This design comes from an exercise in tuning for a short achievable clock period and few clock cycles on the open sky130 flow, not from production work. Function was checked by simulation only, so behaviour that the tests miss may differ from the original. No activity file was given, so power comes from the tool's default toggle rates.

Design core, start of the top module:
module core (
    input  logic            clk,
    input  logic            rstN,
    output core_pkg::word_t instrAddr,
    input  core_pkg::word_t instrData,
    output core_pkg::word_t prAddr,
    output core_pkg::word_t prWd,
    output logic            prWe,
    input  core_pkg::word_t prRd
);
    core_pkg::word_t    pcF;
    core_pkg::word_t    pcQ;         
    core_pkg::word_t    pcPlus4F;
    core_pkg::word_t    pcIfNeF, pcIfEqF;
    core_pkg::regAddr_t rsF, rtF, dstF;
    logic               writeF, usesRsF, usesRtF, adderUserF, immSelF, zeroAF;
    logic               isLoadF, isStoreF, isBranchF, isJumpF, isSubuF;
    logic               opAddF, opSubF, opAndF, opOrF, opSltF, opSllF;
    core_pkg::word_t    immF;
    logic [16:0]        lowSumF, lowCarryF;
    logic [13:0]        pcUpF, pcDnF;
    logic               sameF, adderUseF, fuseF;
    logic               pfAF, pfBF;
  ...
Size: ~7100 cells after synthesis, ~1800 flip-flops, about 160 I/O pins, roughly 81000 um2 of cells after synthesis.
==> flow/config.mk <==
export PLATFORM = sky130hd
export DESIGN_NAME = core
export DESIGN_NICKNAME = core
export VERILOG_FILES = /design/flow/design.v
export SDC_FILE = /design/flow/constraint.sdc
export NUM_CORES = 8
export LEC_CHECK = 0
export CAP_MARGIN = 20
export CORE_MARGIN = 2
export CORE_UTILIZATION = 30
export SETUP_SLACK_MARGIN = 5
export SLEW_MARGIN = 20
==> flow/constraint.sdc <==
create_clock -name core_clock -period 7.5 [get_ports {clk}]
set_input_delay 1.5000 -clock core_clock [delete_from_list [all_inputs] [get_ports {clk}]]
set_output_delay 1.5000 -clock core_clock [all_outputs]
set_load 0.01 [all_outputs]
run.sh (not shown) runs the stock make flow with config.mk's settings and CLKGATE_MAP_FILE= SYNTH_SCRIPT=/design/flow/synth_recipe.tcl, a recipe that flattens the netlist after the stock synthesis.
The first run went through all stages and came out clean.
Testbench counts at the start, summed over its fixed seeds: cycles 47,126.
Edit:
--- a/flow/design.v
+++ b/flow/design.v
@@ -128,43 +128,39 @@
     input  logic            opSum,       
     input  logic            opSub,       
     input  logic            opAnd,
     input  logic            opOr,
     input  logic            opSlt,
     input  logic            opSll,
     output core_pkg::word_t sum,
     output core_pkg::word_t other,       
     output logic            lessThan,
     output core_pkg::word_t result
 );
     logic [31:0]     carry;
-    core_pkg::word_t srcA, srcB, srcAr, srcBr;
+    core_pkg::word_t srcA, srcB;
     ksAdder #(.W(32), .L(5)) adder (
         .p    (t),
         .g    (g),
         .x    (t & ~g),
         .cin  (opSub),
         .carry(carry),
         .sum  (sum)
     );
-    assign lessThan = (srcAr[31] ^ srcBr[31]) ? srcAr[31] : ~carry[31];
-    assign srcAr = fwdA ? fwd : a;
-    assign srcBr = fwdB ? fwd : b;
-    assign srcA  = fwdAL ? ld : srcAr;
-    assign srcB  = fwdBL ? ld : srcBr;
-    assign other  = ({32{opAnd}} & (srcAr & srcBr)) |
-                    ({32{opOr}}  & (srcAr | srcBr));
-    assign result = ({32{opSum}} & sum) |
-                    ({32{opAnd}} & (srcA & srcB)) |
-                    ({32{opOr}}  & (srcA | srcB)) |
+    assign lessThan = (srcA[31] ^ srcB[31]) ? srcA[31] : ~carry[31];
+    assign srcA = fwdA ? fwd : fwdAL ? ld : a;
+    assign srcB = fwdB ? fwd : fwdBL ? ld : b;
+    assign other  = ({32{opAnd}} & (srcA & srcB)) |
+                    ({32{opOr}}  & (srcA | srcB));
+    assign result = ({32{opSum}} & sum) | other |
                     ({32{opSll}} & (srcB << shamt)) |
                     {31'b0, opSlt & lessThan};
 endmodule
 module ksAdder #(
     parameter int W = 32,
     parameter int L = 5          
 ) (
     input  logic [W-1:0] p,      
     input  logic [W-1:0] x,      
     input  logic [W-1:0] g,
     input  logic         cin,
     output logic [W-1:0] carry,
@@ -205,25 +201,24 @@
     core_pkg::word_t    pcQ;         
     core_pkg::word_t    pcPlus4F;
     core_pkg::word_t    pcIfNeF, pcIfEqF;
     core_pkg::regAddr_t rsF, rtF, dstF;
     logic               writeF, usesRsF, usesRtF, adderUserF, immSelF, zeroAF;
     logic               isLoadF, isStoreF, isBranchF, isJumpF, isSubuF;
     logic               opAddF, opSubF, opAndF, opOrF, opSltF, opSllF;
     core_pkg::word_t    immF;
     logic [16:0]        lowSumF, lowCarryF;
     logic [13:0]        pcUpF, pcDnF;
     logic               sameF, adderUseF, fuseF;
     logic               pfAF, pfBF;
-    logic               lateResD;    
     logic               pfSumAD, pfOthAD, pfSltAD, pfNoAD;
     logic               pfSumBD, pfOthBD, pfSltBD, pfNoBD;
     logic               fwdAF, fwdBF, fwdSF;
     core_pkg::word_t    instrD;
     logic               validD;
     core_pkg::regAddr_t rsD, rtD, dstD;
     core_pkg::regAddr_t rsNext, rtNext;
     logic [31:1]        selAF, selBF, selAD, selBD;
     logic               hitMAF, hitWAF, hitMBF, hitWBF;
     logic               zeroANext, immSelNext;    
     logic               aMaluF, aMldF, aWF, bMaluF, bMldF, bWF;
     logic               aMaluD, aMldD, aWD, bMaluD, bMldD, bWD;
@@ -303,32 +298,31 @@
     assign pcDnF = pcF[31:18] - 14'd1;
     ksAdder #(.W(17), .L(5)) lowAdder (
         .p    ({1'b0, pcF[17:2] ^ instrData[15:0]}),
         .g    ({1'b0, pcF[17:2] & instrData[15:0]}),
         .x    ({1'b0, pcF[17:2] ^ instrData[15:0]}),
         .cin  (1'b1),
         .carry(lowCarryF),
         .sum  (lowSumF)
     );
     assign fwdAF = validD && writeD && usesRsF && !zeroAF && (rsF == dstD);
     assign fwdBF = validD && writeD && usesRtF && !immSelF && (rtF == dstD);
     assign fwdSF = validD && writeD && isStoreF && (rtF == dstD);
-    assign lateResD = loadD || opSllD || ((opAndD || opOrD) && (fwdALD || fwdBLD));
-    assign pfAF = fwdAF && !lateResD && adderUserF;
-    assign pfBF = fwdBF && !lateResD && adderUserF;
+    assign pfAF = fwdAF && !loadD && !opSllD && adderUserF;
+    assign pfBF = fwdBF && !loadD && !opSllD && adderUserF;
     hazardUnit hazards (
         .matchA      (fwdAF),
         .matchB      (fwdBF),
         .adderUser   (adderUserF),
-        .producerLoad(lateResD),
+        .producerLoad(loadD || opSllD),
         .hazard      (adderUseF)
     );
     assign lateF = isBranchF && !sameF && validD && loadD && (fwdAF || fwdBF);
     assign fuseF = isBranchF && !sameF && validD && writeD && subuD &&
                    ((rsF == dstD && rtF == '0) || (rtF == dstD && rsF == '0));
     assign rsNext     = stall ? instrD[25:21] : rsF;
     assign rtNext     = stall ? instrD[20:16] : rtF;
     assign zeroANext  = stall ? zeroAD : zeroAF;
     assign immSelNext = stall ? (immSelD && !storeD) : (immSelF && !isStoreF);
     assign hitMAF = writeE && dstE == rsNext;
     assign hitWAF = writeM && dstM == rsNext;
     assign hitMBF = writeE && dstE == rtNext;
The new run finished clean.
Global-route usage is lower by 1.3 points.
Sequential cell count does not change.
Total power rose slightly.
Critical path depth fell by 8.
Core utilization decreases by 0.20 points.
Testbench counts after the change, summed over its fixed seeds: cycles 47,118.

========
Another version of the RTL of core (not shown whole).
Size: ~7000 cells after synthesis, about 1800 flip-flops, ~160 I/O pins.
Settings: LEC_CHECK=0, CAP_MARGIN=20, CORE_MARGIN=2, CORE_UTILIZATION=25, SETUP_SLACK_MARGIN=5, SLEW_MARGIN=20; clock period 7.5 ns.
Testbench counts at the start, summed over its fixed seeds: cycles 47,126.
Edit:
--- a/flow/design.v
+++ b/flow/design.v
@@ -203,23 +203,23 @@
 );
     core_pkg::word_t    pcF;
     core_pkg::word_t    pcQ;         
     core_pkg::word_t    pcPlus4F;
     core_pkg::word_t    pcNextF;
     logic               fuseOkF, restF, selTE, selTD, selPc, selP4;
     core_pkg::regAddr_t rsF, rtF, dstF;
     logic               writeF, usesRsF, usesRtF, adderUserF, immSelF, zeroAF;
     logic               isLoadF, isStoreF, isBranchF, isJumpF, isSubuF;
     logic               opAddF, opSubF, opAndF, opOrF, opSltF, opSllF;
     core_pkg::word_t    immF;
-    logic [14:0]        lowSumF, lowCarryF;
+    logic [16:0]        lowSumF, lowCarryF;
     logic [13:0]        pcUpF, pcDnF;
     logic               sameF, adderUseF, fuseF;
     logic               pfAF, pfBF;
     logic               lateResD;    
     logic               pfSumAD, pfOthAD, pfSltAD, pfNoAD;
     logic               pfSumBD, pfOthBD, pfSltBD, pfNoBD;
     logic               fwdAF, fwdBF, fwdSF;
     core_pkg::word_t    instrD;
     logic               validD;
     core_pkg::regAddr_t rsD, rtD, dstD;
     core_pkg::regAddr_t rsNext, rtNext;
@@ -227,25 +227,24 @@
     logic               hitMAF, hitWAF, hitMBF, hitWBF;
     logic               zeroANext, immSelNext;    
     logic               aMaluF, aMldF, aWF, bMaluF, bMldF, bWF;
     logic               aMaluD, aMldD, aWD, bMaluD, bMldD, bWD;
     logic               writeD, usesRsD, immSelD, zeroAD;
     logic               loadD, storeD, jumpD, subuD;
     logic               goD;         
     logic               brD;         
     logic               opAddD, opSubD, opAndD, opOrD, opSltD, opSllD;
     logic               opSumD;
     core_pkg::word_t    immD;
-    logic [14:0]        lowSumD;
-    logic [2:0]         midD, midCarryD;
-    logic [15:0]        pcHiD;
+    logic [16:0]        lowSumD;
+    logic [13:0]        pcHiD;
     logic [13:0]        pcUpD, pcDnD;
     logic               advD;        
     logic               fuseD;
     logic               lateF, lateD, lateAD;    
     logic               fwdAD, fwdBD, fwdSD;       
     logic               fwdALD, fwdBLD, fwdSLD;    
     logic [13:0]        hiD;
     core_pkg::word_t    targetD;
     core_pkg::word_t    rfA, rfB;
     core_pkg::word_t    valM;
     core_pkg::word_t    rsVal, rtVal;
@@ -295,26 +294,26 @@
         .opAdd   (opAddF),
         .opSub   (opSubF),
         .opAnd   (opAndF),
         .opOr    (opOrF),
         .opSlt   (opSltF),
         .opSll   (opSllF),
         .imm     (immF)
     );
     assign sameF = rsF == rtF;
     assign pcUpF = pcF[31:18] + 14'd1;
     assign pcDnF = pcF[31:18] - 14'd1;
-    ksAdder #(.W(15), .L(4)) lowAdder (
-        .p    ({1'b0, pcF[15:2] ^ instrData[13:0]}),
-        .g    ({1'b0, pcF[15:2] & instrData[13:0]}),
-        .x    ({1'b0, pcF[15:2] ^ instrData[13:0]}),
+    ksAdder #(.W(17), .L(5)) lowAdder (
+        .p    ({1'b0, pcF[17:2] ^ instrData[15:0]}),
+        .g    ({1'b0, pcF[17:2] & instrData[15:0]}),
+        .x    ({1'b0, pcF[17:2] ^ instrData[15:0]}),
         .cin  (1'b1),
         .carry(lowCarryF),
         .sum  (lowSumF)
     );
     assign fwdAF = validD && writeD && usesRsF && !zeroAF && (rsF == dstD);
     assign fwdBF = validD && writeD && usesRtF && !immSelF && (rtF == dstD);
     assign fwdSF = validD && writeD && isStoreF && (rtF == dstD);
     assign lateResD = loadD || opSllD || ((opAndD || opOrD) && (fwdALD || fwdBLD));
     assign pfAF = fwdAF && !lateResD && adderUserF;
     assign pfBF = fwdBF && !lateResD && adderUserF;
     hazardUnit hazards (
@@ -466,46 +465,38 @@
             goD     <= isJumpF || (isBranchF && sameF);
             brD     <= isBranchF && !sameF;
             opAddD  <= opAddF;
             opSumD  <= opAddF || (opSubF && !opSltF);
             opSubD  <= opSubF;
             opAndD  <= opAndF;
             opOrD   <= opOrF;
             opSltD  <= opSltF;
             opSllD  <= opSllF;
             immD    <= immSelF ? immF : '0;
             lowSumD <= lowSumF;
-            pcHiD   <= pcF[31:16];
+            pcHiD   <= pcF[31:18];
             pcUpD   <= pcUpF;
             pcDnD   <= pcDnF;
         end
     end
     assign rsD = instrD[25:21];
     assign rtD = instrD[20:16];
-    ksAdder #(.W(3), .L(2)) midAdder (
-        .p    ({1'b0, pcHiD[1:0] ^ instrD[15:14]}),
-        .g    ({1'b0, pcHiD[1:0] & instrD[15:14]}),
-        .x    ({1'b0, pcHiD[1:0] ^ instrD[15:14]}),
-        .cin  (lowSumD[14]),
-        .carry(midCarryD),
-        .sum  (midD)
-    );
     always_comb begin
-        case ({instrD[15], midD[2]})
+        case ({instrD[15], lowSumD[16]})
             2'b01:   hiD = pcUpD;
             2'b10:   hiD = pcDnD;
-            default: hiD = pcHiD[15:2];
+            default: hiD = pcHiD;
         endcase
     end
     assign targetD = jumpD ? {pcF[31:28], instrD[25:0], 2'b00} :
-                             {hiD, midD[1:0], lowSumD[13:0], 2'b00};
+                             {hiD, lowSumD[15:0], 2'b00};
     assign stall  = !advD;
     regFile regs (
         .clk      (clk),
         .rstN     (rstN),
         .readSelA (selAD),
         .readSelB (selBD),
         .writeSel (writeSelW),
         .writeData(valW),
         .readDataA(rfA),
         .readDataB(rfB)
     );
After rerunning: The new run completed without violations. Total power came out lower slightly. Wire length barely changes. Global-route usage barely changes. Clock power is lower by a few percent. Sequential power hardly moves. Cell count drops slightly. Cell area goes down slightly. Via count barely changes. Combinational power drops by a few percent. Worst setup slack gains 140 ps. Flip-flop and latch count is unchanged. Die area hardly moves.
Testbench counts after the change, summed over its fixed seeds: cycles 47,126.

-- afterwards: timing with drivers on the ports --
No port has a modelled driver above. Below, the same layouts with a new extraction and two added sets of constraints.
Step 1, drivers: a clkbuf_16 drives clk and a buf_2 each remaining input, both assumed.
Step 2 also shifts input and output timing later by t, the mid clock arrival at the registers, as if the neighbouring blocks saw the same clock.
Three values: ideal ports, drivers, drivers and shift; two values: the first two.
run	shift t [ns]	setup slack, ns	worst setup path at the end
the first run of note 1	0.942	4.434 / 4.456 / 3.552	input to register
the second run of note 1	0.932	4.498 / 4.403 / 3.580	input to register
the first run of note 2	0.944	4.345 / 4.345 / 3.519	input to register
the second run of note 2	0.970	4.485 / 4.394 / 3.559	input to register
After both steps setup and hold are still met in every run listed. The setup slack of the second run of note 2, which loses most, moves by -0.091 ns with the drivers and by -0.926 ns with both steps.
